From an optimization exercise on the open Yosys and OpenROAD flow, aimed at small area and a short achievable clock period; shortcuts taken in it are not production practice.
Where RTL was checked, it was by simulation tests only, not by an equivalence proof against the original.
Function not checked in runs 2 and 3: the RTL went through the layout flow alone.
Power and IR drop assume default switching activity.

`flow/config.mk`:
```
export PLATFORM = sky130hd
export DESIGN_NAME = voice_recorder_top
export DESIGN_NICKNAME = voice_recorder_top
export VERILOG_FILES = /design/flow/design.v
export SDC_FILE = /design/flow/constraint.sdc
export NUM_CORES = 4
export LEC_CHECK = 0
export CAP_MARGIN = 20
export CORE_MARGIN = 2
export CORE_UTILIZATION = 35
export SLEW_MARGIN = 20
export SYNTH_MEMORY_MAX_BITS = 16384
```
`flow/constraint.sdc`:
```
create_clock -name core_clock -period 10.0 [get_ports {clock}]
set_input_delay 2.0000 -clock core_clock [delete_from_list [all_inputs] [get_ports {clock}]]
set_output_delay 2.0000 -clock core_clock [all_outputs]
set_load 0.01 [all_outputs]
```
`flow/design.v`:
```
package voice_recorder_pkg;
  localparam int SAMPLE_WIDTH = 8;
  typedef logic [SAMPLE_WIDTH-1:0] sample_t;
  localparam int ADDR_WIDTH = 10;
  typedef logic [ADDR_WIDTH-1:0] addr_t;
  localparam int DECIMATION = 8;
  localparam int ECHO_DELAY = 128;
  localparam int DEBOUNCE_CYCLES = 20;
  typedef logic [4:0] volume_t;
  localparam volume_t VOLUME_RESET = 5'd8;
  localparam volume_t VOLUME_MAX = 5'd31;
  typedef struct packed {
    logic up;
    logic down;
    logic playback;
  } buttons_t;
  localparam int CODEC_RESET_CYCLES = 1024;
  localparam int SEQUENCE_LENGTH = 16;
  localparam logic [7:0] REG_READ_ID = 8'h80;
  localparam logic [7:0] REG_HEADPHONE_VOL = 8'h04;
  localparam logic [7:0] REG_PCM_VOL = 8'h18;
  localparam logic [7:0] REG_RECORD_SELECT = 8'h1A;
  localparam logic [7:0] REG_RECORD_GAIN = 8'h1C;
  localparam logic [7:0] REG_MIC_GAIN = 8'h0E;
  localparam logic [7:0] REG_BEEP_VOL = 8'h0A;
  localparam logic [7:0] REG_GENERAL = 8'h20;
  localparam logic [15:0] PCM_VOL_DATA = 16'h0808;
  localparam logic [15:0] RECORD_GAIN_DATA = 16'h0F0F;
  localparam logic [15:0] MIC_GAIN_DATA = 16'h8048;
  localparam logic [15:0] BEEP_VOL_DATA = 16'h0000;
  localparam logic [15:0] BYPASS_DATA = 16'h8000;
  localparam logic [2:0] MIC_SOURCE = 3'b000;
  typedef struct packed {
    logic        valid;
    logic [7:0]  address;
    logic [15:0] data;
  } codec_command_t;
endpackage
`timescale 1ns/1ps
module button_debouncer
(
  input  logic clock,
  input  logic reset,
  input  logic noisy,
  output logic clean
);
  logic held;
  logic [$clog2(voice_recorder_pkg::DEBOUNCE_CYCLES+1)-1:0] count;
  always_ff @(posedge clock)
  begin
    if (reset)
    begin
      held <= 1'b0;
      count <= '0;
      clean <= 1'b0;
    end
    else if (noisy != held)
    begin
      held <= noisy;
      count <= '0;
    end
    else if (count == voice_recorder_pkg::DEBOUNCE_CYCLES)
    begin
      clean <= held;
    end
    else
    begin
      count <= count + 1'b1;
    end
  end
endmodule
`timescale 1ns/1ps
module volume_control
(
  input  logic    clock,
  input  logic    reset,
  input  logic    up,
  input  logic    down,
  output voice_recorder_pkg::volume_t volume
);
  logic up_clean;
  logic down_clean;
  logic up_prev;
  logic down_prev;
  logic up_rise;
  logic down_rise;
  button_debouncer i_up_debouncer (
    .clock (clock),
    .reset (reset),
    .noisy (up),
    .clean (up_clean)
  );
  button_debouncer i_down_debouncer (
    .clock (clock),
    .reset (reset),
    .noisy (down),
    .clean (down_clean)
  );
  assign up_rise = up_clean & ~up_prev;
  assign down_rise = down_clean & ~down_prev;
  always_ff @(posedge clock)
  begin
    if (reset)
    begin
      up_prev <= 1'b0;
      down_prev <= 1'b0;
      volume <= voice_recorder_pkg::VOLUME_RESET;
    end
    else
    begin
      up_prev <= up_clean;
      down_prev <= down_clean;
      if (up_rise && volume != voice_recorder_pkg::VOLUME_MAX)
        volume <= volume + 1'b1;
      else if (down_rise && volume != '0)
        volume <= volume - 1'b1;
    end
  end
endmodule
`timescale 1ns/1ps
module codec_control
(
  input  logic           clock,
  input  logic           reset,
  input  logic           sample_strobe,
  input  voice_recorder_pkg::volume_t        volume,
  output logic           codec_reset_b,
  output voice_recorder_pkg::codec_command_t command
);
  logic [$clog2(voice_recorder_pkg::CODEC_RESET_CYCLES)-1:0] reset_count;
  logic [$clog2(voice_recorder_pkg::SEQUENCE_LENGTH)-1:0] step;
  voice_recorder_pkg::volume_t attenuation;
  voice_recorder_pkg::codec_command_t next_command;
  always_ff @(posedge clock)
  begin
    if (reset)
    begin
      reset_count <= '0;
      codec_reset_b <= 1'b0;
    end
    else if (reset_count == voice_recorder_pkg::CODEC_RESET_CYCLES - 1)
      codec_reset_b <= 1'b1;
    else
      reset_count <= reset_count + 1'b1;
  end
  always_ff @(posedge clock)
  begin
    if (reset)
      step <= '0;
    else if (codec_reset_b && sample_strobe)
      step <= (step == voice_recorder_pkg::SEQUENCE_LENGTH - 1) ? '0 : step + 1'b1;
  end
  assign attenuation = voice_recorder_pkg::VOLUME_MAX - volume;
  always_comb
  begin
    next_command.valid = codec_reset_b;
    case (step)
      3:
      begin
        next_command.address = voice_recorder_pkg::REG_HEADPHONE_VOL;
        next_command.data = {3'b000, attenuation, 3'b000, attenuation};
      end
      5:
      begin
        next_command.address = voice_recorder_pkg::REG_PCM_VOL;
        next_command.data = voice_recorder_pkg::PCM_VOL_DATA;
      end
      6:
      begin
        next_command.address = voice_recorder_pkg::REG_RECORD_SELECT;
        next_command.data = {5'b00000, voice_recorder_pkg::MIC_SOURCE, 5'b00000, voice_recorder_pkg::MIC_SOURCE};
      end
      7:
      begin
        next_command.address = voice_recorder_pkg::REG_RECORD_GAIN;
        next_command.data = voice_recorder_pkg::RECORD_GAIN_DATA;
      end
      9:
      begin
        next_command.address = voice_recorder_pkg::REG_MIC_GAIN;
        next_command.data = voice_recorder_pkg::MIC_GAIN_DATA;
      end
      10:
      begin
        next_command.address = voice_recorder_pkg::REG_BEEP_VOL;
        next_command.data = voice_recorder_pkg::BEEP_VOL_DATA;
      end
      11:
      begin
        next_command.address = voice_recorder_pkg::REG_GENERAL;
        next_command.data = voice_recorder_pkg::BYPASS_DATA;
      end
      default:
      begin
        next_command.address = voice_recorder_pkg::REG_READ_ID;
        next_command.data = '0;
      end
    endcase
  end
  always_ff @(posedge clock)
  begin
    if (reset)
      command <= '0;
    else
      command <= next_command;
  end
endmodule
`timescale 1ns/1ps
module sample_ram
(
  input  logic    clock,
  input  logic    write_enable,
  input  voice_recorder_pkg::addr_t   write_addr,
  input  voice_recorder_pkg::sample_t write_data,
  input  voice_recorder_pkg::addr_t   read_addr,
  input  voice_recorder_pkg::addr_t   echo_addr,
  output voice_recorder_pkg::sample_t read_data,
  output voice_recorder_pkg::sample_t echo_data
);
  voice_recorder_pkg::sample_t mem [0:(1 << voice_recorder_pkg::ADDR_WIDTH)-1];
  always_ff @(posedge clock)
  begin
    if (write_enable)
      mem[write_addr] <= write_data;
    read_data <= mem[read_addr];
    echo_data <= mem[echo_addr];
  end
endmodule
`timescale 1ns/1ps
module recorder
(
  input  logic    clock,
  input  logic    reset,
  input  logic    sample_strobe,
  input  voice_recorder_pkg::sample_t mic_sample,
  input  logic    playback,
  output voice_recorder_pkg::sample_t audio_out
);
  logic playback_q;
  logic mode_change;
  logic [$clog2(voice_recorder_pkg::DECIMATION)-1:0] decim_count;
  logic decim_last;
  voice_recorder_pkg::addr_t addr;
  voice_recorder_pkg::addr_t next_addr;
  voice_recorder_pkg::addr_t echo_addr;
  voice_recorder_pkg::addr_t record_length;
  logic full;
  logic write_enable;
  voice_recorder_pkg::sample_t last_stored;
  voice_recorder_pkg::sample_t read_data;
  voice_recorder_pkg::sample_t echo_data;
  voice_recorder_pkg::sample_t mix;
  voice_recorder_pkg::sample_t out_stage;
  logic strobe_d1;
  logic strobe_d2;
  sample_ram i_sample_ram (
    .clock        (clock),
    .write_enable (write_enable),
    .write_addr   (addr),
    .write_data   (mic_sample),
    .read_addr    (addr),
    .echo_addr    (echo_addr),
    .read_data    (read_data),
    .echo_data    (echo_data)
  );
  assign mode_change = playback ^ playback_q;
  assign decim_last = (decim_count == voice_recorder_pkg::DECIMATION - 1);
  assign next_addr = addr + 1'b1;
  assign full = (addr == '1);
  assign write_enable = sample_strobe && !playback_q && !mode_change &&
                        decim_count == '0 && !full;
  assign echo_addr = (addr > voice_recorder_pkg::addr_t'(voice_recorder_pkg::ECHO_DELAY)) ? addr - voice_recorder_pkg::addr_t'(voice_recorder_pkg::ECHO_DELAY) : addr;
  always_ff @(posedge clock)
  begin
    if (reset)
    begin
      playback_q <= 1'b0;
      decim_count <= '0;
      addr <= '0;
      record_length <= '0;
    end
    else
    begin
      playback_q <= playback;
      if (mode_change)
      begin
        decim_count <= '0;
        addr <= '0;
        if (playback)
          record_length <= addr;
      end
      else if (sample_strobe)
      begin
        decim_count <= decim_last ? '0 : decim_count + 1'b1;
        if (!playback_q)
        begin
          if (write_enable)
            addr <= next_addr;
        end
        else if (decim_last)
        begin
          addr <= (next_addr >= record_length) ? '0 : next_addr;
        end
      end
    end
  end
  always_ff @(posedge clock)
  begin
    if (write_enable)
      last_stored <= mic_sample;
  end
  assign mix = (read_data >> 1) + (read_data >> 2) + (echo_data >> 2);
  always_ff @(posedge clock)
  begin
    if (strobe_d1)
      out_stage <= playback_q ? mix : last_stored;
  end
  always_ff @(posedge clock)
  begin
    if (reset)
    begin
      strobe_d1 <= 1'b0;
      strobe_d2 <= 1'b0;
      audio_out <= '0;
    end
    else
    begin
      strobe_d1 <= sample_strobe;
      strobe_d2 <= strobe_d1;
      if (strobe_d2)
        audio_out <= out_stage;
    end
  end
endmodule
`timescale 1ns/1ps
module voice_recorder_top
(
  input  logic           clock,
  input  logic           reset,
  input  logic           sample_strobe,
  input  voice_recorder_pkg::sample_t        mic_sample,
  input  voice_recorder_pkg::buttons_t       buttons,
  output voice_recorder_pkg::sample_t        audio_out,
  output voice_recorder_pkg::volume_t        volume,
  output logic           codec_reset_b,
  output voice_recorder_pkg::codec_command_t command
);
  logic playback;
  button_debouncer i_playback_debouncer (
    .clock (clock),
    .reset (reset),
    .noisy (buttons.playback),
    .clean (playback)
  );
  volume_control i_volume_control (
    .clock  (clock),
    .reset  (reset),
    .up     (buttons.up),
    .down   (buttons.down),
    .volume (volume)
  );
  codec_control i_codec_control (
    .clock         (clock),
    .reset         (reset),
    .sample_strobe (sample_strobe),
    .volume        (volume),
    .codec_reset_b (codec_reset_b),
    .command       (command)
  );
  recorder i_recorder (
    .clock         (clock),
    .reset         (reset),
    .sample_strobe (sample_strobe),
    .mic_sample    (mic_sample),
    .playback      (playback),
    .audio_out     (audio_out)
  );
endmodule
```
`flow/run.sh`:
```
#!/bin/bash
# synth_recipe.tcl (not shown) runs the flow's synth.tcl, then flattens the netlist and writes it again
# the make line also repeats each setting of config.mk as NAME=value (left out here)
make -C /OpenROAD-flow-scripts/flow DESIGN_CONFIG=/design/flow/config.mk WORK_HOME=/design/flow/orfs CLKGATE_MAP_FILE= SYNTH_SCRIPT=/design/flow/synth_recipe.tcl finish
```
==> run summary, run 1 <==
row count=330; largest net degree at the start of global routing=161; synth unique cells=74; final core area utilization=0.3969; Initial Utilization=0.3510; Leak=between 90 and 100 nW; RR Startpoint=i_recorder.addr[4]; fin crit period=6.085 ns; clk sinks=7289; number of buffers created by CTS=729; pre-CTS setup slack=2.915 ns; Top FF cell, synth=edfxtp_1; CTS tree=built; Final Slew Violations=0; RSZ-0062 raised after global routing=no; IO Pins=53; final setup margin=between 3 and 4 ns; syn_area_per_cell=about 18 sq um; fin nets=approximately 16000; worst path required time=~11 ns; post-synthesis mux area share=0.1290; clk slew on worst S/H paths=around 0.06 ns; Post-synth ARST share=0; PD cells=about 200 nW/um^2; clock latency (worst-skew pair)=~1.2 ns; Routed Antenna Nets=0; DP HPWL=525900 microns; die area=816300 sq um; cell count after synthesis=around 16000; PostCTS Resize Cnt=0; Core Footprint=806800 sq um; clk root buf=clkbuf_16; initial antenna violation count=70; WP data arrival=6.80 ns; Total Power=~0.063 W; GR Util All Layers=0.2083; drt drc=0; # H-tree levels=6; area grow syn2layout=13.08%; max cap viols=0; hold buffer count at CTS=0; DR vias/cell=5.673; total wire length=886200 microns; post-route clock period utilization=0.6085; Post-synth EDFFs=7184; most common cell in the netlist=edfxtp_1; PortBufs=46; placed cell areas=roughly 300000 sq um; vias in the first global route=151300; hold_sp=i_recorder.out_stage[1]; post-synthesis sequential area ratio=0.7692; crit path max fanout=18; post-synthesis compound-gate area fraction=0.04654; Simple-Gate Fraction of Synth Area=0.03325; Synth area leader=edfxtp_1; global-route wire length before repair=about 1200000 microns; largest family of logic cells by synthesized area=multiplexers; VDD IR max=between 0.15 and 0.2 mV; detailed-router iteration count before antenna repair=6; Max-slew headroom=0.1842; CP Launch Type=primary input; Synth warnings=5; Vias=156900; Least-Margin Pin Slew=1.224 ns; drt first-iter violations=23670; Setup Crit Path Kind=primary input to flip-flop; post-CTS setup buffers=0; Setup crit start=sample_strobe; area share of the largest cell type after synthesis=0.7618; Die Y-Extent=~900 microns; Placer Congestion=between 0.8 and 0.9; Max clock buf depth=4; CP Capture Type=flip-flop; Synth Area in Adders=0.002289; Post-Synth XOR/XNOR Area=0.001206; setup violators final=0; Worst Skew=0.08384 ns; setup TNS=0 ns; design area=roughly 320000 sq um; share of layout cells above drive strength 1=0.09522; Fmax achieved=164.3 MHz; hold crit path type=flip-flop to flip-flop; mapped cell area=around 280000 sq um; total congestion overflow=0; Synth top cells by count=edfxtp_1, mux2i_1, o22ai_1; FF+latch count, synth=7289; Die W=903.5 microns; largest cells by area after synthesis=edfxtp_1, mux2i_1, o22ai_1, nor2_1, buf_2; wire length per cell=32.03 microns; outcome=timing/DRC/antenna clean; Fin. Hold Viols=0
worst max-delay path, cell delays in order:
cell and delay [ns]:
clkdlybuf4s50_1 0.85, nor4bb_1 0.28, and3_1 0.65, and2_1 0.72, nand2_4 0.65, buf_4 0.69, nor2_1 0.74
sequential cells by signal, summed over array words and instances (netlist names), 3 cells and up:
register / cells
i_recorder.i_sample_ram.mem: 7168
i_volume_control.volume: 5
i_volume_control.i_up_debouncer.count: 5
i_recorder.i_sample_ram.echo_data: 6
i_recorder.audio_out: 8
i_codec_control.command: 15
i_recorder.decim_count: 3
i_recorder.addr: 10
i_codec_control.step: 4
i_recorder.record_length: 10
i_codec_control.reset_count: 10
i_recorder.out_stage: 8
i_volume_control.i_down_debouncer.count: 5
i_recorder.last_stored: 8
i_recorder.i_sample_ram.read_data: 7
i_playback_debouncer.count: 5
path summary, 6_finish.rpt:
path,to,slack [ns],cells past startpoint
min reg2reg,i_recorder.audio_out[1],0.48,2
min,i_recorder.audio_out[1],0.48,2
max,i_recorder.i_sample_ram.mem[980][1],3.91,7
max reg2reg,i_recorder.i_sample_ram.read_data[2],3.95,12
stage by stage:
step	std cells	hold WS, ns
2_1_floorplan	16180	0.4540
3_3_place_gp	26300	0.4629
3_5_place_dp	26300	0.4710
4_1_cts	27620	0.4866
5_1_grt	27630	0.5005
6_report	27670	0.4816
logic make-up (layout without fill, tap and decap cells):
logic type	after synthesis	count (layout)
flops	7289	7289
mux	3536	3536
simple gates	2117	2117
compound gates	2043	2043
buf+inv	1100	1750
fa+ha+maj	47	47
xor+xnor	39	39
other cells	1	54
final cells by class:
class / count / area (sq um)
clock buffers: 856 / 18930
clock inverters: 466 / 4840
fillers: 72170 / 486600
inverters: 39 / 146.4
diodes: 41 / 102.6
multi-input cells: 7795 / 60750
repair buffers: 389 / 4118
flip-flops and latches: 7289 / 217900
well taps: 10790 / 13500
layout by cell type (no fill, tap or decap), types with 37 or more instances in the layout:
master              n
nand2_1            83
o22a_1            117
nand4_1            61
clkbuf_16         739
clkinv_2          128
ha_1               39
o21ai_0           223
clkinv_1          171
diode_2            41
a21oi_1            58
nor4_1            244
mux4_2             89
o2111ai_1         119
clkdlybuf4s50_1    38
nand3_1            96
nor2_1           1286
nor3_1            183
buf_12             84
mux2i_1          3433
o22ai_1          1418
dfxtp_1            97
buf_4             257
edfxtp_1         7184
inv_1              37
clkbuf_1          117
bufinv_16          78
power breakdown:
part           total, W  internal [W]  switching, W
clock            0.0273        0.0156        0.0117
combinational   0.00178      0.000436       0.00134
sequential       0.0336        0.0336     0.0000224
per-layer routing:
layer,vias up,wire length (microns),global-route usage
li1,64790,-,-
met1,80990,356300,0.2920
met2,9622,402800,0.3219
met3,1499,94890,0.04561
met5,-,281,0
met4,38,31920,0.07170
==> inputs of run 2 (changes only) <==
--- a/flow/design.v
+++ b/flow/design.v
@@ -210,18 +210,49 @@
 (
-  input  logic    clock,
-  input  logic    write_enable,
-  input  voice_recorder_pkg::addr_t   write_addr,
-  input  voice_recorder_pkg::sample_t write_data,
-  input  voice_recorder_pkg::addr_t   read_addr,
-  input  voice_recorder_pkg::addr_t   echo_addr,
-  output voice_recorder_pkg::sample_t read_data,
-  output voice_recorder_pkg::sample_t echo_data
+  input  logic        clock,
+  input  logic        reset,
+  input  logic        write_request,
+  input  voice_recorder_pkg::addr_t write_addr,
+  input  logic [6:0]  write_data,
+  output logic [5:0]  slot,
+  output logic [16*7-1:0] taps
 );
-  voice_recorder_pkg::sample_t mem [0:(1 << voice_recorder_pkg::ADDR_WIDTH)-1];
+  localparam int RINGS = 16;
+  localparam int DEPTH = 64;
+  localparam int W = 7;
+  logic       pending;
+  logic [3:0] pending_ring;
+  logic [5:0] pending_slot;
+  logic       insert;
   always_ff @(posedge clock)
   begin
-    if (write_enable)
-      mem[write_addr] <= write_data;
-    read_data <= mem[read_addr];
-    echo_data <= mem[echo_addr];
+    if (reset)
+      slot <= '0;
+    else
+      slot <= slot + 1'b1;
+  end
+  assign insert = pending && (pending_slot == slot + 1'b1);
+  always_ff @(posedge clock)
+  begin
+    if (reset)
+      pending <= 1'b0;
+    else if (write_request)
+      pending <= 1'b1;
+    else if (insert)
+      pending <= 1'b0;
+  end
+  always_ff @(posedge clock)
+  begin
+    if (write_request)
+    begin
+      pending_ring <= write_addr[9:6];
+      pending_slot <= write_addr[5:0];
+    end
+  end
+  for (genvar r = 0; r < RINGS; r++)
+  begin : g_ring
+    logic [DEPTH*W-1:0] words;
+    always_ff @(posedge clock)
+      words <= {words[(DEPTH-1)*W-1:0],
+                (insert && pending_ring == r) ? write_data : words[DEPTH*W-1 -: W]};
+    assign taps[r*W +: W] = words[W-1:0];
   end
@@ -244,3 +275,3 @@
   voice_recorder_pkg::addr_t next_addr;
-  voice_recorder_pkg::addr_t echo_addr;
+  voice_recorder_pkg::addr_t play_next;
   voice_recorder_pkg::addr_t record_length;
@@ -249,17 +280,32 @@
   voice_recorder_pkg::sample_t last_stored;
-  voice_recorder_pkg::sample_t read_data;
-  voice_recorder_pkg::sample_t echo_data;
-  voice_recorder_pkg::sample_t mix;
-  voice_recorder_pkg::sample_t out_stage;
+  logic [6:0] first_sample;
   logic strobe_d1;
   logic strobe_d2;
+  logic strobe_d3;
+  logic [5:0] slot;
+  logic [16*7-1:0] taps;
+  logic [3:0] fetch_ring;
+  logic [3:0] fetch_echo_ring;
+  logic [5:0] fetch_slot;
+  logic fetch_zero;
+  logic fetch_echo;
+  logic fetch_pending;
+  logic fetch_hit;
+  logic fetch_start;
+  logic [6:0] fetch_s;
+  logic [6:0] fetch_e;
+  voice_recorder_pkg::sample_t next_mix;
+  voice_recorder_pkg::sample_t cur_mix;
+  voice_recorder_pkg::sample_t first_mix;
+  logic entered_d1;
+  logic entered_d2;
+  logic fetch_match;
   sample_ram i_sample_ram (
-    .clock        (clock),
-    .write_enable (write_enable),
-    .write_addr   (addr),
-    .write_data   (mic_sample),
-    .read_addr    (addr),
-    .echo_addr    (echo_addr),
-    .read_data    (read_data),
-    .echo_data    (echo_data)
+    .clock         (clock),
+    .reset         (reset),
+    .write_request (write_enable),
+    .write_addr    (addr),
+    .write_data    (last_stored[7:1]),
+    .slot          (slot),
+    .taps          (taps)
   );
@@ -269,5 +315,5 @@
   assign full = (addr == '1);
+  assign play_next = (next_addr >= record_length) ? '0 : next_addr;
   assign write_enable = sample_strobe && !playback_q && !mode_change &&
                         decim_count == '0 && !full;
-  assign echo_addr = (addr > voice_recorder_pkg::addr_t'(voice_recorder_pkg::ECHO_DELAY)) ? addr - voice_recorder_pkg::addr_t'(voice_recorder_pkg::ECHO_DELAY) : addr;
   always_ff @(posedge clock)
@@ -301,3 +347,3 @@
         begin
-          addr <= (next_addr >= record_length) ? '0 : next_addr;
+          addr <= play_next;
         end
@@ -310,8 +356,56 @@
       last_stored <= mic_sample;
+    if (write_enable && addr == '0)
+      first_sample <= mic_sample[7:1];
+  end
+  always_ff @(posedge clock)
+  begin
+    fetch_ring <= play_next[9:6];
+    fetch_echo_ring <= play_next[9:6] - 2'd2;
+    fetch_slot <= play_next[5:0];
+    fetch_zero <= (play_next == '0);
+    fetch_echo <= (play_next > voice_recorder_pkg::addr_t'(voice_recorder_pkg::ECHO_DELAY));
+  end
+  always_ff @(posedge clock)
+  begin
+    fetch_s <= fetch_zero ? first_sample : taps[fetch_ring*7 +: 7];
+    fetch_e <= fetch_echo ? taps[fetch_echo_ring*7 +: 7] :
+               fetch_zero ? first_sample : taps[fetch_ring*7 +: 7];
+    fetch_match <= (slot == fetch_slot);
+  end
+  assign fetch_start = (entered_d2 && playback_q) || (strobe_d2 && playback_q && decim_count == '0);
+  assign fetch_hit = fetch_pending && fetch_match;
+  always_ff @(posedge clock)
+  begin
+    if (reset)
+      fetch_pending <= 1'b0;
+    else if (fetch_start)
+      fetch_pending <= 1'b1;
+    else if (fetch_hit)
+      fetch_pending <= 1'b0;
+  end
+  always_ff @(posedge clock)
+  begin
+    if (fetch_hit)
+      next_mix <= {1'b0, fetch_s} + {2'b00, fetch_s[6:1]} + {2'b00, fetch_e[6:1]};
+  end
+  assign first_mix = {1'b0, first_sample} + {2'b00, first_sample[6:1]} + {2'b00, first_sample[6:1]};
+  always_ff @(posedge clock)
+  begin
+    if (reset)
+    begin
+      entered_d1 <= 1'b0;
+      entered_d2 <= 1'b0;
+    end
+    else
+    begin
+      entered_d1 <= mode_change && playback;
+      entered_d2 <= entered_d1;
+    end
   end
-  assign mix = (read_data >> 1) + (read_data >> 2) + (echo_data >> 2);
   always_ff @(posedge clock)
   begin
-    if (strobe_d1)
-      out_stage <= playback_q ? mix : last_stored;
+    if (mode_change && playback)
+      cur_mix <= first_mix;
+    else if (strobe_d3 && playback_q && decim_count == '0)
+      cur_mix <= next_mix;
   end
@@ -323,2 +417,3 @@
       strobe_d2 <= 1'b0;
+      strobe_d3 <= 1'b0;
       audio_out <= '0;
@@ -329,4 +424,5 @@
       strobe_d2 <= strobe_d1;
+      strobe_d3 <= strobe_d2;
       if (strobe_d2)
-        audio_out <= out_stage;
+        audio_out <= playback_q ? cur_mix : last_stored;
     end
--- a/flow/config.mk
+++ b/flow/config.mk
@@ -9,4 +9,5 @@
 export CORE_MARGIN = 2
-export CORE_UTILIZATION = 35
+export CORE_UTILIZATION = 50
+export CTS_CLUSTER_DIAMETER = 80
+export CTS_CLUSTER_SIZE = 30
 export SLEW_MARGIN = 20
-export SYNTH_MEMORY_MAX_BITS = 16384
==> run summary, run 2 <==
outcome=timing/DRC/antenna clean; post-route clock period utilization=0.4175 (-0.1910); Min Hold Slack=0.3008 ns (-0.1808 ns); VDD IR max=0.1744 mV (-9.2%); Setup Crit Path Kind=flip-flop to output pin; Psw=0.008271 W (-37%); most common cell in the netlist=dfxtp_1; PortBufs=46 (unchanged); CP Capture Type=output pin; hold buffer count at CTS=0 (unchanged); final core area utilization=0.5477 (+0.1508); worst-path cell chain=clkdlybuf4s50_1; total wire length=179000 microns (-80%); largest cells by area after synthesis=dfxtp_1, mux2_2, edfxtp_1, mux4_2, ha_1; Placer Congestion=0.7656 (-14%); Max-slew headroom=0.3112 (+0.1270); Fmax achieved=239.5 MHz (+46%); PostCTS Resize Cnt=0 (unchanged); hold crit path type=flip-flop to flip-flop; wire length per cell=14.20 microns (-56%); setup TNS=0 ns (unchanged); worst path required time=8.00 ns (-2.72 ns); clk slew on worst S/H paths=0.10 ns (+0.04 ns); setup violators final=0 (unchanged); area grow syn2layout=8.776%; Logic pwr share=0.005 (-0.023); Fin. Hold Viols=0 (unchanged); vias in the first global route=50780 (-66%); Vias=50960 (-68%); Synth area leader=dfxtp_1; worst path buffer plus inverter count=1 (-1); DP HPWL=104200 microns (-80%); cell count after synthesis=8151 (-50%); max cap viols=0 (unchanged); Max clock buf depth=4 (unchanged); Synth warnings=5 (unchanged); Initial Utilization=0.5035 (+0.1525); initial antenna violation count=33 (-53%); Post-synth ARST share=0 (unchanged); fin crit period=4.175 ns (-1.910 ns); Slowest-stage cell, CP=dfxtp_1; PD cells=257.6 nW/um^2 (+32%); clock power share=0.316 (-0.120); most frequent cells in the layout=dfxtp_1, clkbuf_16, mux2_2, nor2_1, inv_1; Worst Skew=0.04963 ns (-0.03420 ns); max reg flops=7168 (unchanged); register share of total power=0.679 (+0.143); clk root buf=clkbuf_16; largest net degree at the start of global routing=48 (-70%); Largest Register=i_recorder.i_sample_ram.g_ring.words; Final Slew Violations=0 (unchanged); DR vias/cell=4.043 (-29%); post-CTS setup buffers=0 (unchanged); # fillers=23800 (-67%); clk sinks=7341 (+0.71%); share of layout cells above drive strength 1=0.06832 (-0.02690); synth unique cells=64 (-14%); FF/Latch Area=147400 sq um (-32%); hold_sp=i_recorder.i_sample_ram.g_ring[13].words[216]; Synth top cells by count=dfxtp_1, mux2_2, nor2_1; post-synthesis sequential area ratio=0.9555 (+0.1863); Die Y-Extent=559.4 microns (-38%); drt first-iter violations=2430 (-90%); Sw Share=0.1914 (-0.01758); commonest non-fill, non-tap cell in the layout=dfxtp_1; Int Pwr=0.03494 W (-30%); RR Startpoint=i_recorder.addr[0]; Leak=66.05 nW (-28%); IO Pins=53 (unchanged); number of buffers created by CTS=291 (-60%); die area=312900 sq um (-62%); CTS tree=built; crit path max fanout=1 (-17); mapped cell area=154200 sq um (-46%); global-route wire length before repair=282100 microns (-77%); clock latency (worst-skew pair)=0.92 ns (-0.24 ns); Routed Antenna Nets=0 (unchanged); footprint of the multi-input gates=6294 sq um (-90%); Post-synth EDFFs=41 (-99%); detailed-router iteration count before antenna repair=4 (-2); # H-tree levels=5 (-1); Top FF cell, synth=dfxtp_1; fin nets=8501 (-48%); Die W=559.4 microns (-38%); Least-Margin Pin Slew=1.032 ns (-0.1916 ns); WP data arrival=2.18 ns (-4.62 ns); GR Util All Layers=0.1140 (-0.09427); area share of the largest cell type after synthesis=0.9475 (+0.1857); CP Launch Type=flip-flop; syn_area_per_cell=18.92 sq um (+8.1%); Core Footprint=306300 sq um (-62%); row count=203 (-38%); Largest regs=i_recorder.i_sample_ram.g_ring.words x7168, i_codec_control.command x15; CP delay by family, top=flip-flops; Setup crit start=i_codec_control.command[15]; total congestion overflow=0 (unchanged); slowest stage delay, CP=0.64 ns (-0.21 ns); RSZ-0062 raised after global routing=no; FF+latch count, synth=7341 (+0.71%); drt drc=0 (unchanged)
==> run 2: cell count changes in the layout (fill, tap and decap cells not counted), sizes merged, moves of 136 or more <==
cell | before | now
buf | 351 | 16
dfxtp | 105 | 7300
mux2i | 3433 | 29
nor3 | 187 | 9
edfxtp | 7184 | 41
nor2 | 1291 | 100
clkinv | 337 | 14
nor4 | 244 | 1
mux2 | 14 | 150
clkbuf | 856 | 300
o21ai | 230 | 27
o22ai | 1418 | 13
==> run 2: layout make-up <==
type,instances,share of cell area
Multi-Input combinational cell,693,0.03751
Antenna cell,16,0.0002386
Clock buffer,300,0.04461
Tap cell,4100,0.03058
Inverter,54,0.001208
Clock inverter,40,0.004042
Timing Repair Buffer,61,0.003386
Sequential cell,7341,0.8784
==> run 2: path summary, 6_finish.rpt <==
kind | cells past startpoint | slack [ns] | endpoint
worst max-delay path | 1 | 5.82 | command[15]
worst min register to register | 0 | 0.30 | i_recorder.i_sample_ram.g_ring[13].words[223]
worst min-delay path | 0 | 0.30 | i_recorder.i_sample_ram.g_ring[13].words[223]
worst max register to register | 13 | 6.41 | i_recorder.fetch_echo_ring[3]
==> run 2: power groups by stage <==
stage | sequential, W | combinational (W) | clock, W
after global routing | 0.0294 | 0.000261 | 0.0152
after CTS | 0.0293 | 0.000241 | 0.0142
final | 0.0293 | 0.000230 | 0.0136
after global placement | 0.0300 | 0.000242 | 0
after floorplan | 0.0300 | 0.000155 | 0
after detailed placement | 0.0300 | 0.000239 | 0
==> run 2: kinds of logic (layout without fill, tap and decap cells) <==
kind of cell	after synthesis	count (layout)	share of synthesized area
xor gates and xnor gates	59	59	0.003488
muxes	226	226	0.01987
AOI/OAI and AO/OA	117	117	0.004657
DFF	7341	7341	0.9555
other	1	22	0.00002431
buffers and inverters	122	455	0.003829
and+or+nand+nor	240	240	0.008599
adders and majority gates	45	45	0.004040
==> run 2: metal layers <==
metal | up-vias | global-route usage | wire length (microns)
met2 | 540 | 0.1671 | 73000
li1 | 25840 | - | -
met5 | - | 0 | 0
met4 | 0 | 0.04095 | 6163
met1 | 24200 | 0.1699 | 93780
met3 | 384 | 0.01991 | 6079
==> run 2: stage by stage <==
stage	setup WS (ns)	power, W	cell area, sq um	std cells
finish	5.825	0.04321	167800	12610
global route	5.674	0.04485	167700	12590
CTS	5.629	0.04378	167700	12590
detailed placement	5.155	0.03025	159600	12250
global placement	5.156	0.03025	159600	12250
floorplan	6.277	0.03015	154300	8156
==> inputs of run 3 (changes only) <==
==> flow/flow/run.sh (new file) <==
#!/bin/bash
# Standard ORFS layout with buf_4 port buffers and a setup repair target tighter than the clock.
set -euo pipefail
bash standard.sh \
  BUFFER_PORTS_ARGS="-buffer_cell sky130_fd_sc_hd__buf_4" \
  SETUP_SLACK_MARGIN=6.8 \
  finish > standard.log 2>&1
==> flow/standard.sh (new file) <==
#!/bin/bash
# synth_recipe.tcl (not shown) runs the flow's synth.tcl, then flattens the netlist and writes it again
# the make line also repeats each setting of config.mk as NAME=value (left out here)
make -C /OpenROAD-flow-scripts/flow DESIGN_CONFIG=/design/flow/config.mk WORK_HOME=/design/flow/orfs CLKGATE_MAP_FILE= SYNTH_SCRIPT=/design/flow/synth_recipe.tcl "${@:-finish}"
removed: flow/run.sh
==> run summary, run 3 <==
total congestion overflow=0 (unchanged); slowest stage delay, CP=0.37 ns (-0.27 ns); Top FF cell, synth=dfxtp_1; area grow syn2layout=9.007%; global-route wire length before repair=287200 microns (+1.8%); largest cells by area after synthesis=dfxtp_1, mux2_2, edfxtp_1, mux4_2, ha_1; hold buffer count at CTS=0 (unchanged); final core area utilization=0.5489 (+0.001164); most common cell in the netlist=dfxtp_1; VDD IR max=0.1505 mV (-14%); share of layout cells above drive strength 1=0.08051 (+0.01219); clk slew on worst S/H paths=0.10 ns (about the same); Synth warnings=5 (unchanged); Fin. Hold Viols=0 (unchanged); IO Pins=53 (unchanged); detailed-router iteration count before antenna repair=5 (+1); placed cell areas=159500 sq um (about the same); Setup Crit Path Kind=flip-flop to output pin; DR vias/cell=4.042 (about the same); Core Footprint=306300 sq um (unchanged); fin crit period=3.418 ns (-0.7570 ns); CP Capture Type=output pin; design area=168100 sq um (+0.21%); drt drc=0 (unchanged); area share of the largest cell type after synthesis=0.9475 (unchanged); vias in the first global route=50540 (-0.47%); Vias=51020 (+0.13%); CP delay by family, top=flip-flops; outcome=timing/DRC/antenna clean; DP HPWL=107700 microns (+3.4%); wire length per cell=14.64 microns (+3.1%); Synth top cells by count=dfxtp_1, mux2_2, nor2_1; Placer Congestion=0.7664 (+0.10%); Die Y-Extent=559.4 microns (unchanged); worst-path cell chain=buf_12; CP Launch Type=flip-flop; Post-synth EDFFs=41 (unchanged); Slowest-stage cell, CP=dfxtp_2; Max clock buf depth=4 (unchanged); mapped cell area=154200 sq um (unchanged); worst path buffer plus inverter count=1 (unchanged); crit path max fanout=2 (+1); synth unique cells=64 (unchanged); max cap viols=0 (unchanged); fin nets=8520 (+0.22%); Final Slew Violations=0 (unchanged); Routed Antenna Nets=0 (unchanged); RSZ-0062 raised after global routing=yes; Max-slew headroom=0.2104 (-0.1008); total wire length=184800 microns (+3.2%); WP data arrival=1.42 ns (-0.76 ns); Largest regs=i_recorder.i_sample_ram.g_ring.words x7168, i_codec_control.command x15; post-route clock period utilization=0.3418 (-0.07570); hold_sp=i_recorder.i_sample_ram.g_ring[14].words[321]; max reg flops=7168 (unchanged); GR Util All Layers=0.1175 (+0.003528); Die W=559.4 microns (unchanged); setup TNS=0 ns (unchanged); Least-Margin Pin Slew=1.182 ns (+0.1500 ns); commonest non-fill, non-tap cell in the layout=dfxtp_1; die area=312900 sq um (unchanged); number of buffers created by CTS=293 (+0.69%); cell count after synthesis=8151 (unchanged); RR Startpoint=i_recorder.addr[0]; clk root buf=clkbuf_16; syn_area_per_cell=18.92 sq um (unchanged); most frequent cells in the layout=dfxtp_1, clkbuf_16, mux2_2, nor2_1, inv_1; # H-tree levels=5 (unchanged); clk sinks=7341 (unchanged); Fmax achieved=292.6 MHz (+22%); Synth area leader=dfxtp_1; largest net degree at the start of global routing=53 (+10%); Worst Skew=0.05033 ns (+0.0006996 ns); PortBufs=46 (unchanged); # fillers=23650 (-0.62%); setup violators final=0 (unchanged); Initial Utilization=0.5035 (unchanged); FF+latch count, synth=7341 (unchanged); Largest Register=i_recorder.i_sample_ram.g_ring.words; row count=203 (unchanged); Post-synth ARST share=0 (unchanged); CTS tree=built; drt first-iter violations=2616 (+7.7%); worst path required time=8.00 ns (about the same); Leak=66.27 nW (+0.34%); clock latency (worst-skew pair)=0.91 ns (about the same); PD cells=257.6 nW/um^2 (about the same); hold crit path type=flip-flop to flip-flop; initial antenna violation count=31 (-6.1%); Setup crit start=i_codec_control.command[9]; post-synthesis sequential area ratio=0.9555 (unchanged)
## run 3: cell counts after synthesis
Identical to the previous run, type by type.
## run 3: worst register-to-register path, delay by kind of cell (launching register included)
kind                     cells  cell delay (ns)
AO/OA/AOI/OAI                6             1.38
XOR/XNOR                     1             0.31
adder cells (fa/ha/maj)      1             0.32
buffers and inverters        1             0.10
flip-flops                   1             0.45
AND/OR/NAND/NOR              2             0.36
## run 3: final cells by class
class	instances	area (sq um)	share of cell area
clock buffers	304	7532	0.04480
diodes	15	37.54	0.0002233
inverters	54	206.4	0.001228
clock inverters	38	683.2	0.004063
repair inverters	1	5.005	0.00002977
repair buffers	77	728.2	0.004331
flip-flops and latches	7341	147400	0.8770
well taps	4100	5130	0.03051
multi-input cells	693	6362	0.03784
## run 3: power breakdown
group,total (W),switching (W),internal [W]
Clock,0.0137,0.00810,0.00562
Sequential,0.0293,0.0000411,0.0293
Combinational,0.000250,0.000153,0.0000973
## run 3: routing by layer
| metal | vias up | global-route usage | part of all wire |
|---|---|---|---|
| li1 | 25890 | - | - |
| met1 | 24240 | 0.1750 | 0.52 |
| met2 | 512 | 0.1739 | 0.41 |
| met3 | 381 | 0.01858 | 0.033 |
| met4 | 0 | 0.04242 | 0.033 |
| met5 | - | 0 | 0 |
## run 3: path summary, 6_finish.rpt
check	endpoint	slack, ns	cells after the start
min	i_recorder.i_sample_ram.g_ring[14].words[328]	0.31	0
max	command[9]	6.58	1
min reg2reg	i_recorder.i_sample_ram.g_ring[14].words[328]	0.31	0
max reg2reg	i_recorder.addr[1]	7.01	11
## run 3: cells by family after synthesis
kind of cell | synth area share
AO/OA/AOI/OAI | 0.004657
XOR/XNOR | 0.003488
adder cells (fa/ha/maj) | 0.004040
buffers and inverters | 0.003829
flip-flops | 0.9555
multiplexers | 0.01987
other | 0.00002431
AND/OR/NAND/NOR | 0.008599
## run 3: metrics by stage
step / hold slack, ns / std cells / total power, W / setup WS [ns]
finish: 0.3122 / 12620 / 0.04330 / 6.582
CTS: 0.3087 / 12600 / 0.04388 / 6.451
detailed placement: 0.3121 / 12250 / 0.03026 / 5.622
global route: 0.3119 / 12610 / 0.04495 / 6.473
floorplan: 0.3096 / 8156 / 0.03015 / 6.664
global placement: 0.3095 / 12250 / 0.03026 / 5.578
## run 3: repair_timing
action                     4_1_cts  5_1_grt
setup endpoints to repair       58       42
pin swaps                        1        0
buffers inserted                11        8
resized for setup               86        8
cloned                           1        0
==> inputs of run 4 (changes only) <==
--- a/flow/design.v
+++ b/flow/design.v
@@ -283,3 +283,2 @@
   logic strobe_d2;
-  logic strobe_d3;
   logic [5:0] slot;
@@ -300,4 +299,2 @@
   logic entered_d1;
-  logic entered_d2;
-  logic fetch_match;
   sample_ram i_sample_ram (
@@ -367,11 +364,4 @@
   end
-  always_ff @(posedge clock)
-  begin
-    fetch_s <= fetch_zero ? first_sample : taps[fetch_ring*7 +: 7];
-    fetch_e <= fetch_echo ? taps[fetch_echo_ring*7 +: 7] :
-               fetch_zero ? first_sample : taps[fetch_ring*7 +: 7];
-    fetch_match <= (slot == fetch_slot);
-  end
-  assign fetch_start = (entered_d2 && playback_q) || (strobe_d2 && playback_q && decim_count == '0);
-  assign fetch_hit = fetch_pending && fetch_match;
+  assign fetch_start = (entered_d1 && playback_q) || (strobe_d1 && playback_q && decim_count == '0);
+  assign fetch_hit = fetch_pending && (slot == fetch_slot);
   always_ff @(posedge clock)
@@ -385,2 +375,4 @@
   end
+  assign fetch_s = fetch_zero ? first_sample : taps[fetch_ring*7 +: 7];
+  assign fetch_e = fetch_echo ? taps[fetch_echo_ring*7 +: 7] : fetch_s;
   always_ff @(posedge clock)
@@ -394,11 +386,5 @@
     if (reset)
-    begin
       entered_d1 <= 1'b0;
-      entered_d2 <= 1'b0;
-    end
     else
-    begin
       entered_d1 <= mode_change && playback;
-      entered_d2 <= entered_d1;
-    end
   end
@@ -408,3 +394,3 @@
       cur_mix <= first_mix;
-    else if (strobe_d3 && playback_q && decim_count == '0)
+    else if (strobe_d2 && playback_q && decim_count == '0)
       cur_mix <= next_mix;
@@ -417,3 +403,2 @@
       strobe_d2 <= 1'b0;
-      strobe_d3 <= 1'b0;
       audio_out <= '0;
@@ -424,3 +409,2 @@
       strobe_d2 <= strobe_d1;
-      strobe_d3 <= strobe_d2;
       if (strobe_d2)
==> flow/run.sh (new file) <==
#!/bin/bash
# synth_recipe.tcl (not shown) runs the flow's synth.tcl, then flattens the netlist and writes it again
# the make line also repeats each setting of config.mk as NAME=value (left out here)
make -C /OpenROAD-flow-scripts/flow DESIGN_CONFIG=/design/flow/config.mk WORK_HOME=/design/flow/orfs CLKGATE_MAP_FILE= SYNTH_SCRIPT=/design/flow/synth_recipe.tcl finish
--- a/flow/config.mk
+++ b/flow/config.mk
@@ -9,5 +9,4 @@
 export CORE_MARGIN = 2
-export CORE_UTILIZATION = 50
-export CTS_CLUSTER_DIAMETER = 80
-export CTS_CLUSTER_SIZE = 30
+export CORE_UTILIZATION = 35
 export SLEW_MARGIN = 20
+export SYNTH_MEMORY_MAX_BITS = 16384
removed: flow/flow/run.sh
removed: flow/standard.sh
==> run summary, run 4 <==
setup TNS=0 ns (unchanged); Initial Utilization=0.3511 (-0.1524); area grow syn2layout=19.29%; clk sinks=7325 (-0.22%); PostCTS Resize Cnt=0 (-100%); Max clock buf depth=4 (unchanged); crit path max fanout=46 (+44); hold crit path type=flip-flop to flip-flop; fin crit period=4.946 ns (+1.528 ns); final setup margin=5.054 ns (-1.528 ns); clk root buf=clkbuf_16; setup violators final=0 (unchanged); hold_sp=i_recorder.i_sample_ram.g_ring[7].words[372]; most common cell in the netlist=dfxtp_1; Post-synth EDFFs=41 (unchanged); Logic pwr share=0.004 (-0.002); row count=243 (+20%); initial antenna violation count=18 (-42%); Fin. Hold Viols=0 (unchanged); fin nets=8816 (+3.5%); post-synthesis compound-gate area fraction=0.004550 (-0.0001062); syn_area_per_cell=18.97 sq um (+0.25%); CP Capture Type=flip-flop; WP data arrival=5.71 ns (+4.29 ns); detailed-router iteration count before antenna repair=4 (-1); Max-slew headroom=0.3278 (+0.1174); outcome=timing/DRC/antenna clean; RSZ-0062 raised after global routing=no; wire length per cell=12.92 microns (-12%); Worst Hold Depth=0 (unchanged); DP HPWL=108500 microns (+0.78%); Top FF cell, synth=dfxtp_1; clock latency (worst-skew pair)=1.01 ns (+0.10 ns); post-synthesis mux area share=0.02026 (+0.0003934); post-synthesis sequential area ratio=0.9567 (+0.001175); Worst Skew=0.04751 ns (-0.002824 ns); Die W=666.7 microns (+19%); Int Pwr=0.04368 W (+25%); Sw Share=0.1941 (+0.002549); drt drc=0 (unchanged); Synth area leader=dfxtp_1; worst path required time=10.77 ns (+2.77 ns); Total Power=0.05420 W (+25%); mapped cell area=153700 sq um (-0.34%); post-CTS setup buffers=0 (-11); Vias=53680 (+5.2%); synth unique cells=62 (-3.1%); Hold Crit Endpoint=i_recorder.i_sample_ram.g_ring[7].words[379]; most frequent cells in the layout=dfxtp_1, clkbuf_16, clkbuf_1, clkbuf_8, mux2_2; share of layout cells above drive strength 1=0.1345 (+0.05394); number of buffers created by CTS=649 (+120%); Fmax achieved=202.2 MHz (-31%); Largest regs=i_recorder.i_sample_ram.g_ring.words x7168, i_codec_control.command x15; Placer Congestion=0.7541 (-1.6%); area share of the largest cell type after synthesis=0.9487 (+0.001148); Least-Margin Pin Slew=0.9888 ns (-0.1932 ns); # fillers=37980 (+61%); hold buffer count at CTS=0 (unchanged); Largest Register=i_recorder.i_sample_ram.g_ring.words; Synth warnings=5 (unchanged); DR vias/cell=3.566 (-12%); VDD IR max=0.1747 mV (+16%); global-route wire length before repair=305600 microns (+6.4%); CTS tree=built; Post-Synth XOR/XNOR Area=0.003525 (+0.00003632); CP Launch Type=flip-flop; FF+latch count, synth=7325 (-0.22%); Core Footprint=437800 sq um (+43%); RR Endpoint=i_recorder.next_mix[7]; largest family of logic cells by synthesized area=multiplexers; Synth top cells by count=dfxtp_1, mux2_2, nor2_1; # H-tree levels=6 (+1); total congestion overflow=0 (unchanged); Leak=72.54 nW (+9.5%); Routed Antenna Nets=0 (unchanged); post-route clock period utilization=0.4946 (+0.1528); vias in the first global route=55600 (+10%); largest net degree at the start of global routing=47 (-11%); Synth Area in Adders=0.004054 (+0.00001378); clock power share=0.456 (+0.139); max cap viols=0 (unchanged); Setup Crit Path Kind=flip-flop to flip-flop; Final Slew Violations=0 (unchanged); clk slew on worst S/H paths=0.06 ns (-0.04 ns); max reg flops=7168 (unchanged); pre-CTS setup slack=4.809 ns (-0.8131 ns); R2R setup slack=5.05 ns (-1.96 ns); RR Startpoint=i_recorder.fetch_ring[0]; PortBufs=46 (unchanged); total wire length=194500 microns (+5.3%); cell count after synthesis=8103 (-0.59%); Psw=0.01052 W (+27%); commonest non-fill, non-tap cell in the layout=dfxtp_1; largest cells by area after synthesis=dfxtp_1, mux2_2, mux4_2, edfxtp_1, ha_1; PD cells=295.6 nW/um^2 (+15%); IO Pins=53 (unchanged); Post-synth ARST share=0 (unchanged); register share of total power=0.540 (-0.137); Die Y-Extent=666.7 microns (+19%); Simple-Gate Fraction of Synth Area=0.007912 (-0.0006870); drt first-iter violations=2177 (-17%); GR Util All Layers=0.08684 (-0.03069); worst r2r path cells=14 (+3); die area=444500 sq um (+42%)
run 4: changes by cell type in the layout (fill, tap and decap cells not counted), moves of 25 or more:
| cell | change |
|---|---|
| buf_4 | -25 |
| buf_6 | -30 |
| bufinv_16 | +39 |
| clkbuf_1 | +151 |
| clkbuf_16 | +358 |
| clkbuf_8 | +134 |
| clkdlybuf4s50_1 | +45 |
| clkinv_2 | +96 |
| dfxtp_2 | -26 |
run 4: how the worst max path moves through the flow:
stage	from	end	slack (ns)
after floorplan	i_recorder.fetch_ring[0]	i_recorder.next_mix[7]	6.02
after global placement	i_recorder.fetch_ring[0]	i_recorder.next_mix[7]	4.53
after detailed placement	i_recorder.fetch_ring[0]	i_recorder.next_mix[7]	4.81
after CTS	i_recorder.fetch_ring[0]	i_recorder.next_mix[7]	4.81
after global routing	i_recorder.fetch_ring[0]	i_recorder.next_mix[7]	4.62
final	i_recorder.fetch_ring[0]	i_recorder.next_mix[7]	5.05
run 4: kinds of logic after synthesis:
kind of cell,after synthesis
adder cells (fa/ha/maj),45
XOR/XNOR,57
AND/OR/NAND/NOR,239
flip-flops,7325
multiplexers,219
buffers and inverters,108
AO/OA/AOI/OAI,109
other,1
run 4: critical path, stage by stage, from the launching register on:
cell,delay (ns)
dfxtp_4,0.44
buf_4,0.72
mux4_2,0.62
mux2i_1,0.24
o221ai_1,0.39
mux2_2,0.41
fa_1,0.47
ha_1,0.26
fa_1,0.43
a21oi_1,0.15
nor2_1,0.07
nor2_1,0.15
nor2b_1,0.07
o21ai_0,0.15
nand2b_1,0.08
run 4: layout make-up:
type,count,area [sq um],share of cell area
Sequential cell,7325,147100,0.8020
Clock buffer,947,18900,0.1031
Tap cell,5757,7203,0.03929
Multi-Input combinational cell,675,6248,0.03408
Clock inverter,229,3158,0.01722
Timing Repair Buffer,65,598.1,0.003262
Inverter,41,153.9,0.0008393
Antenna cell,14,35.03,0.0001911
run 4: layer usage:
metal | up-vias | part of all wire | GRT usage
met4 | 2 | 0.045 | 0.04113
met5 | - | 0.000057 | 0
met3 | 538 | 0.044 | 0.02153
met1 | 25390 | 0.50 | 0.1197
met2 | 831 | 0.41 | 0.1279
li1 | 26920 | - | -
run 4: power groups by stage:
stage          sequential, W  clock [W]  combinational, W
6_report              0.0293     0.0247          0.000210
4_1_cts               0.0293     0.0255          0.000219
2_1_floorplan         0.0299          0          0.000140
3_3_place_gp          0.0299          0          0.000225
5_1_grt               0.0293     0.0266          0.000235
3_5_place_dp          0.0299          0          0.000220
run 4: stage by stage:
step,area (sq um),util,hold WS (ns),instances
floorplan,153700,-,0.3096,8108
global placement,161200,0.3683,0.3095,13860
detailed placement,161300,0.3683,0.3121,13860
CTS,183300,0.4187,0.2818,15040
global route,183300,0.4187,0.2866,15040
finish,183400,0.4188,0.2876,15050
==> inputs of run 5 (changes only) <==
--- a/flow/design.v
+++ b/flow/design.v
@@ -232,3 +232,3 @@
   end
-  assign insert = pending && (pending_slot == slot + 1'b1);
+  assign insert = pending && (pending_slot == slot);
   always_ff @(posedge clock)
@@ -247,3 +247,3 @@
       pending_ring <= write_addr[9:6];
-      pending_slot <= write_addr[5:0];
+      pending_slot <= write_addr[5:0] - 1'b1;
     end
@@ -279,2 +279,4 @@
   logic write_enable;
+  logic write_ok;
+  voice_recorder_pkg::addr_t addr_on_strobe;
   voice_recorder_pkg::sample_t last_stored;
@@ -283,2 +285,4 @@
   logic strobe_d2;
+  logic strobe_d3;
+  logic strobe_d4;
   logic [5:0] slot;
@@ -299,2 +303,6 @@
   logic entered_d1;
+  logic entered_d2;
+  logic entered_d3;
+  voice_recorder_pkg::addr_t fetch_addr;
+  logic fetch_match;
   sample_ram i_sample_ram (
@@ -313,4 +321,6 @@
   assign play_next = (next_addr >= record_length) ? '0 : next_addr;
-  assign write_enable = sample_strobe && !playback_q && !mode_change &&
-                        decim_count == '0 && !full;
+  assign write_ok = !playback_q && !mode_change && decim_count == '0 && !full;
+  assign write_enable = sample_strobe && write_ok;
+  assign addr_on_strobe = playback_q ? (decim_last ? play_next : addr) :
+                          (decim_count == '0 && !full) ? next_addr : addr;
   always_ff @(posedge clock)
@@ -337,11 +347,3 @@
         decim_count <= decim_last ? '0 : decim_count + 1'b1;
-        if (!playback_q)
-        begin
-          if (write_enable)
-            addr <= next_addr;
-        end
-        else if (decim_last)
-        begin
-          addr <= play_next;
-        end
+        addr <= addr_on_strobe;
       end
@@ -358,10 +360,18 @@
   begin
-    fetch_ring <= play_next[9:6];
-    fetch_echo_ring <= play_next[9:6] - 2'd2;
-    fetch_slot <= play_next[5:0];
-    fetch_zero <= (play_next == '0);
-    fetch_echo <= (play_next > voice_recorder_pkg::addr_t'(voice_recorder_pkg::ECHO_DELAY));
+    fetch_addr <= play_next;
+    fetch_ring <= fetch_addr[9:6];
+    fetch_echo_ring <= fetch_addr[9:6] - 2'd2;
+    fetch_slot <= fetch_addr[5:0];
+    fetch_zero <= (fetch_addr == '0);
+    fetch_echo <= (fetch_addr > voice_recorder_pkg::addr_t'(voice_recorder_pkg::ECHO_DELAY));
   end
-  assign fetch_start = (entered_d1 && playback_q) || (strobe_d1 && playback_q && decim_count == '0);
-  assign fetch_hit = fetch_pending && (slot == fetch_slot);
+  always_ff @(posedge clock)
+  begin
+    fetch_s <= fetch_zero ? first_sample : taps[fetch_ring*7 +: 7];
+    fetch_e <= fetch_echo ? taps[fetch_echo_ring*7 +: 7] :
+               fetch_zero ? first_sample : taps[fetch_ring*7 +: 7];
+    fetch_match <= (slot == fetch_slot);
+  end
+  assign fetch_start = (entered_d3 && playback_q) || (strobe_d3 && playback_q && decim_count == '0);
+  assign fetch_hit = fetch_pending && fetch_match;
   always_ff @(posedge clock)
@@ -375,4 +385,2 @@
   end
-  assign fetch_s = fetch_zero ? first_sample : taps[fetch_ring*7 +: 7];
-  assign fetch_e = fetch_echo ? taps[fetch_echo_ring*7 +: 7] : fetch_s;
   always_ff @(posedge clock)
@@ -386,5 +394,13 @@
     if (reset)
+    begin
       entered_d1 <= 1'b0;
+      entered_d2 <= 1'b0;
+      entered_d3 <= 1'b0;
+    end
     else
+    begin
       entered_d1 <= mode_change && playback;
+      entered_d2 <= entered_d1;
+      entered_d3 <= entered_d2;
+    end
   end
@@ -394,3 +410,3 @@
       cur_mix <= first_mix;
-    else if (strobe_d2 && playback_q && decim_count == '0)
+    else if (strobe_d4 && playback_q && decim_count == '0)
       cur_mix <= next_mix;
@@ -403,2 +419,4 @@
       strobe_d2 <= 1'b0;
+      strobe_d3 <= 1'b0;
+      strobe_d4 <= 1'b0;
       audio_out <= '0;
@@ -409,2 +427,4 @@
       strobe_d2 <= strobe_d1;
+      strobe_d3 <= strobe_d2;
+      strobe_d4 <= strobe_d3;
       if (strobe_d2)
==> flow/flow/run.sh (new file) <==
#!/bin/bash
# Standard ORFS layout with buf_4 port buffers and a setup repair target tighter than the clock.
set -euo pipefail
bash standard.sh \
  BUFFER_PORTS_ARGS="-buffer_cell sky130_fd_sc_hd__buf_4" \
  SETUP_SLACK_MARGIN=6.8 \
  finish > standard.log 2>&1
==> flow/standard.sh (new file) <==
#!/bin/bash
# synth_recipe.tcl (not shown) runs the flow's synth.tcl, then flattens the netlist and writes it again
# the make line also repeats each setting of config.mk as NAME=value (left out here)
make -C /OpenROAD-flow-scripts/flow DESIGN_CONFIG=/design/flow/config.mk WORK_HOME=/design/flow/orfs CLKGATE_MAP_FILE= SYNTH_SCRIPT=/design/flow/synth_recipe.tcl "${@:-finish}"
--- a/flow/config.mk
+++ b/flow/config.mk
@@ -9,4 +9,6 @@
 export CORE_MARGIN = 2
-export CORE_UTILIZATION = 35
+export CORE_UTILIZATION = 70
+export CTS_CLUSTER_DIAMETER = 70
+export CTS_CLUSTER_SIZE = 25
+export PLACE_DENSITY = 0.8
 export SLEW_MARGIN = 20
-export SYNTH_MEMORY_MAX_BITS = 16384
removed: flow/run.sh
==> run summary, run 5 <==
Fmax achieved=291.8 MHz (+44%); Synth area leader=dfxtp_1; Synth top cells by count=dfxtp_1, mux2_2, nor2_1; clock latency (worst-skew pair)=0.97 ns (-0.04 ns); Worst Skew=0.06833 ns (+0.02082 ns); IO Pins=53 (unchanged); Synth warnings=5 (unchanged); Psw=0.008910 W (-15%); share of layout cells above drive strength 1=0.08203 (-0.05243); # H-tree levels=5 (-1); DR vias/cell=4.690 (+32%); slowest stage delay, CP=0.37 ns (-0.35 ns); synth unique cells=54 (-13%); setup TNS=0 ns (unchanged); WP data arrival=1.43 ns (-4.28 ns); pre-CTS setup slack=6.434 ns (+1.625 ns); drt first-iter violations=3282 (+51%); global-route wire length before repair=404000 microns (+32%); Largest Register=i_recorder.i_sample_ram.g_ring.words; Die Y-Extent=473.4 microns (-29%); total wire length=271100 microns (+39%); Final Slew Violations=0 (unchanged); Least-Margin Pin Slew=1.089 ns (+0.09981 ns); fin nets=8575 (-2.7%); clock power share=0.340 (-0.116); area share of the largest cell type after synthesis=0.9490 (about the same); met1 Track Usage GR=0.3032 (+0.1835); Leak=66.72 nW (-8.0%); most frequent cells in the layout=dfxtp_1, clkbuf_16, mux2_2, nor2_1, mux4_2; crit path max fanout=2 (-96%); Vias=53580 (-0.19%); Die W=473.4 microns (-29%); register share of total power=0.654 (+0.114); largest cells by area after synthesis=dfxtp_1, mux2_2, mux4_2, edfxtp_1, ha_1; total congestion overflow=0 (unchanged); post-route clock period utilization=0.3427 (-0.1519); FF+latch count, synth=7353 (+0.38%); detailed-router iteration count before antenna repair=5 (+1); CP delay by family, top=flip-flops; Initial Utilization=0.7034 (+0.3523); Int Pwr=0.03599 W (-18%); Max-slew headroom=0.2728 (-0.05499); Routed Antenna Nets=0 (unchanged); worst path required time=8.00 ns (-2.77 ns); Fin. Hold Viols=0 (unchanged); PD cells=267.6 nW/um^2 (-9.4%); GR Util All Layers=0.2471 (+0.1602); # fillers=10280 (-73%); wire length per cell=23.73 microns (+84%); area grow syn2layout=8.756%; Max clock buf depth=4 (unchanged); vias in the first global route=61370 (+10%); Setup Crit Path Kind=flip-flop to output pin; most common cell in the netlist=dfxtp_1; Post-synth ARST share=0 (unchanged); hold buffer count at CTS=0 (unchanged); gr busiest metal=met2; CTS tree=built; Top FF cell, synth=dfxtp_1; largest net degree at the start of global routing=75 (+60%); worst-path cell chain=buf_6; DP HPWL=137400 microns (+27%); clk sinks=7353 (+0.38%); clk slew on worst S/H paths=0.09 ns (+0.03 ns); fin crit period=3.427 ns (-1.519 ns); die area=224100 sq um (-50%); Sw Share=0.1984 (+0.004396); row count=172 (-29%); final setup margin=6.573 ns (+1.519 ns); commonest non-fill, non-tap cell in the layout=dfxtp_1; M3 GR Usage=0.03267 (+0.01114); max cap viols=0 (unchanged); Placer Congestion=0.8119 (+7.7%); Core Footprint=219300 sq um (-50%); mapped cell area=154200 sq um (+0.35%); drt drc=0 (unchanged); outcome=timing/DRC/antenna clean; worst path buffer plus inverter count=1 (unchanged); number of buffers created by CTS=351 (-46%); setup violators final=0 (unchanged); VDD IR max=0.2134 mV (+22%); PortBufs=46 (unchanged); CP Capture Type=output pin; CP Launch Type=flip-flop; max reg flops=7168 (unchanged); syn_area_per_cell=18.93 sq um (-0.23%); initial antenna violation count=33 (+15); RSZ-0062 raised after global routing=yes; Logic pwr share=0.006 (+0.002); Post-synth EDFFs=41 (unchanged); hold crit path type=flip-flop to flip-flop; cell count after synthesis=8150 (+0.58%); clk root buf=clkbuf_16; Slowest-stage cell, CP=dfxtp_4; post-synthesis sequential area ratio=0.9570 (about the same); Largest regs=i_recorder.i_sample_ram.g_ring.words x7168, i_codec_control.command x15; met2 usage=0.4604 (+0.3325)
==> run 5: changes by cell type after synthesis, moves of 9 or more <==
| cell | delta |
|---|---|
| inv_1 | +15 |
| nor2_1 | -11 |
| nor2b_1 | +9 |
| nand2_1 | +20 |
| dfxtp_1 | +28 |
==> run 5: repair_timing <==
| item | 4_1_cts | 5_1_grt |
|---|---|---|
| buffers inserted | 10 | 4 |
| endpoints found under the setup margin | 53 | 47 |
| pin swaps | 1 | 2 |
| resized for setup | 75 | 12 |
==> run 5: metrics by stage <==
stage                     instance area (sq um)  instances    util  hold slack, ns  power, W
final                                    167700      11420  0.7649          0.2982   0.04490
after global routing                     167700      11420  0.7649          0.2919   0.04612
after CTS                                167700      11410  0.7645          0.2877   0.04517
after detailed placement                 158000      11020  0.7207          0.3121   0.03032
after global placement                   158000      11020  0.7206          0.3095   0.03032
after floorplan                          154300       8155       -          0.3096   0.03020
==> run 5: cells by family after synthesis <==
kind of cell             after synthesis  share of synthesized area
XOR/XNOR                              59                   0.003350
flip-flops                          7353                     0.9570
AND/OR/NAND/NOR                      246                   0.007966
buffers and inverters                122                   0.003293
AO/OA/AOI/OAI                        102                   0.004137
adder cells (fa/ha/maj)               47                   0.004202
multiplexers                         220                    0.02001
other                                  1                 0.00002431
==> run 5: power groups by stage <==
stage | Sequential [W] | Combinational (W) | Clock [W]
3_3_place_gp | 0.0301 | 0.000265 | 0
2_1_floorplan | 0.0300 | 0.000167 | 0
5_1_grt | 0.0294 | 0.000296 | 0.0164
4_1_cts | 0.0294 | 0.000270 | 0.0155
3_5_place_dp | 0.0301 | 0.000265 | 0
6_report | 0.0294 | 0.000261 | 0.0153
==> run 5: final cells by class <==
class / count / area [sq um] / share of cell area
tap: 2871 / 3592 / 0.02141
multi-input combinational: 680 / 6238 / 0.03719
timing repair buffer: 72 / 664.4 / 0.003961
inverter: 56 / 210.2 / 0.001253
clock inverter: 21 / 279.0 / 0.001663
sequential: 7353 / 147700 / 0.8804
antenna: 7 / 17.52 / 0.0001044
clock buffer: 364 / 9066 / 0.05405
==> run 5: final timing paths <==
check                                                                    from                                            end  slack (ns)  cells after the start
worst min-delay path            i_recorder.i_sample_ram.g_ring[11].words[339]  i_recorder.i_sample_ram.g_ring[11].words[346]        0.30                      0
worst max register to register                i_recorder.i_sample_ram.slot[0]     i_recorder.i_sample_ram.g_ring[7].words[5]        7.00                      6
worst min register to register  i_recorder.i_sample_ram.g_ring[11].words[339]  i_recorder.i_sample_ram.g_ring[11].words[346]        0.30                      0
worst max-delay path                               i_volume_control.volume[1]                                      volume[1]        6.57                      1
==> run 5: layer usage <==
layer  part of all wire  wire, microns
met1               0.41         110800
met4              0.021           5591
met3              0.028           7479
met2               0.54         147300
met5            0.00010             27
==> inputs of run 6 (changes only) <==
--- a/flow/config.mk
+++ b/flow/config.mk
@@ -9,6 +9,5 @@
 export CORE_MARGIN = 2
-export CORE_UTILIZATION = 70
-export CTS_CLUSTER_DIAMETER = 70
-export CTS_CLUSTER_SIZE = 25
-export PLACE_DENSITY = 0.8
+export CORE_UTILIZATION = 50
+export CTS_CLUSTER_DIAMETER = 80
+export CTS_CLUSTER_SIZE = 30
 export SLEW_MARGIN = 20
==> run summary, run 6 <==
outcome=timing/DRC/antenna clean; Leak=66.04 nW (-1.0%); Max-slew headroom=0.2746 (+0.001832); Largest Register=i_recorder.i_sample_ram.g_ring.words; clock latency (worst-skew pair)=0.91 ns (-0.06 ns); CP delay by family, top=flip-flops; Fin. Hold Viols=0 (unchanged); max reg flops=7168 (unchanged); vias in the first global route=50280 (-18%); area share of the largest cell type after synthesis=0.9490 (unchanged); clk root buf=clkbuf_16; Max clock buf depth=4 (unchanged); clk sinks=7353 (unchanged); pre-CTS setup slack=6.057 ns (-0.3772 ns); # H-tree levels=5 (unchanged); CP Capture Type=output pin; post-synthesis sequential area ratio=0.9570 (unchanged); commonest non-fill, non-tap cell in the layout=dfxtp_1; clk slew on worst S/H paths=0.10 ns (about the same); final core area utilization=0.5483 (-0.2166); worst path buffer plus inverter count=1 (unchanged); Setup Crit Path Kind=flip-flop to output pin; hold buffer count at CTS=0 (unchanged); worst-path cell chain=buf_6; mapped cell area=154200 sq um (unchanged); area grow syn2layout=8.894%; FF+latch count, synth=7353 (unchanged); detailed-router iteration count before antenna repair=5 (unchanged); VDD IR max=0.1603 mV (-25%); DP HPWL=104200 microns (-24%); CTS tree=built; Post-synth ARST share=0 (unchanged); Top FF cell, synth=dfxtp_1; Die W=559.4 microns (+18%); WP data arrival=1.38 ns (-0.05 ns); Fmax achieved=295.7 MHz (+1.3%); most frequent cells in the layout=dfxtp_1, clkbuf_16, mux2_2, nor2_1, mux4_2; design area=168000 sq um (+0.13%); setup TNS=0 ns (unchanged); hold crit path type=flip-flop to flip-flop; Final Slew Violations=0 (unchanged); IO Pins=53 (unchanged); fin crit period=3.382 ns (-0.04534 ns); Core Footprint=306300 sq um (+40%); Synth area leader=dfxtp_1; Slowest-stage cell, CP=dfxtp_4; PD cells=257.4 nW/um^2 (-3.8%); total congestion overflow=0 (unchanged); Die Y-Extent=559.4 microns (+18%); Synth warnings=5 (unchanged); drt first-iter violations=2714 (-17%); largest cells by area after synthesis=dfxtp_1, mux2_2, mux4_2, edfxtp_1, ha_1; worst path required time=8.00 ns (about the same); max cap viols=0 (unchanged); Finished Layout Cells=12610 (+10%); Placer Congestion=0.7746 (-4.6%); placed insts=12240 (+11%); crit path max fanout=5 (+3); Synth top cells by count=dfxtp_1, mux2_2, nor2_1; Post-synth EDFFs=41 (unchanged); Largest regs=i_recorder.i_sample_ram.g_ring.words x7168, i_codec_control.command x15; syn_area_per_cell=18.93 sq um (unchanged); RSZ-0062 raised after global routing=yes; final setup margin=6.618 ns (+0.04534 ns); most common cell in the netlist=dfxtp_1; initial antenna violation count=37 (+12%); die area=312900 sq um (+40%); synth unique cells=54 (unchanged); GR Util All Layers=0.1136 (-0.1335); DR vias/cell=4.033 (-14%); post-route clock period utilization=0.3382 (-0.004534)
-- run 6: cell counts after synthesis --
Identical to the previous run, type by type.
-- run 6: through the flow --
step                      total power, W  hold WS [ns]
final                            0.04323        0.3006
after CTS                        0.04378        0.2907
after global placement           0.03030        0.3095
after floorplan                  0.03020        0.3096
after global routing             0.04486        0.2952
after detailed placement         0.03030        0.3121
-- run 6: cell type report --
cell class,count,area [sq um]
flip-flops and latches,7353,147700
fillers,23590,138400
clock buffers,301,7468
multi-input cells,680,6223
well taps,4100,5130
clock inverters,40,623.1
repair buffers,62,601.8
inverters,56,210.2
diodes,13,32.53
-- run 6: cell families (layout without fill, tap and decap cells) --
| family | count (synthesis) | after routing | synth area share |
|---|---|---|---|
| other cells | 1 | 19 | 0.00002431 |
| buf+inv | 122 | 459 | 0.003293 |
| compound gates | 102 | 102 | 0.004137 |
| flops | 7353 | 7353 | 0.9570 |
| fa+ha+maj | 47 | 47 | 0.004202 |
| mux | 220 | 220 | 0.02001 |
| xor+xnor | 59 | 59 | 0.003350 |
| simple gates | 246 | 246 | 0.007966 |
-- run 6: worst paths after layout --
check | from | end | slack [ns] | cells after the start
max | i_codec_control.codec_reset_b | codec_reset_b | 6.62 | 1
min reg2reg | i_recorder.i_sample_ram.g_ring[7].words[237] | i_recorder.i_sample_ram.g_ring[7].words[244] | 0.30 | 0
min | i_recorder.i_sample_ram.g_ring[7].words[237] | i_recorder.i_sample_ram.g_ring[7].words[244] | 0.30 | 0
max reg2reg | i_recorder.addr[1] | i_recorder.addr[4] | 7.01 | 12
-- run 6: power by group --
group	switching, W	total, W	internal [W]
registers	0.0000458	0.0294	0.0293
clock network	0.00808	0.0136	0.00553
logic	0.000135	0.000233	0.0000983
total	0.00826	0.0432	0.0350
-- run 6: metal layers --
layer  wire length [microns]  track usage  vias up
li1                        -            -    25800
met1                   94700       0.1708    24100
met2                   71510       0.1632      556
met3                    6885      0.02084      373
met4                    6125      0.04249        4
met5                      27            0        -
-- run 6: repair_timing --
item,in CTS,in global routing
setup buffers,7,3
endpoints found under the setup margin,53,51
gates resized for setup,77,4
pin swaps,3,1

Check on run 6: ideal ports give 6.618 ns setup slack; a clkbuf_16 on the clock port and buf_2 on the inputs give 6.531 ns; moving port delays by the midpoint clock arrival (0.971 ns) as well gives 6.497 ns.
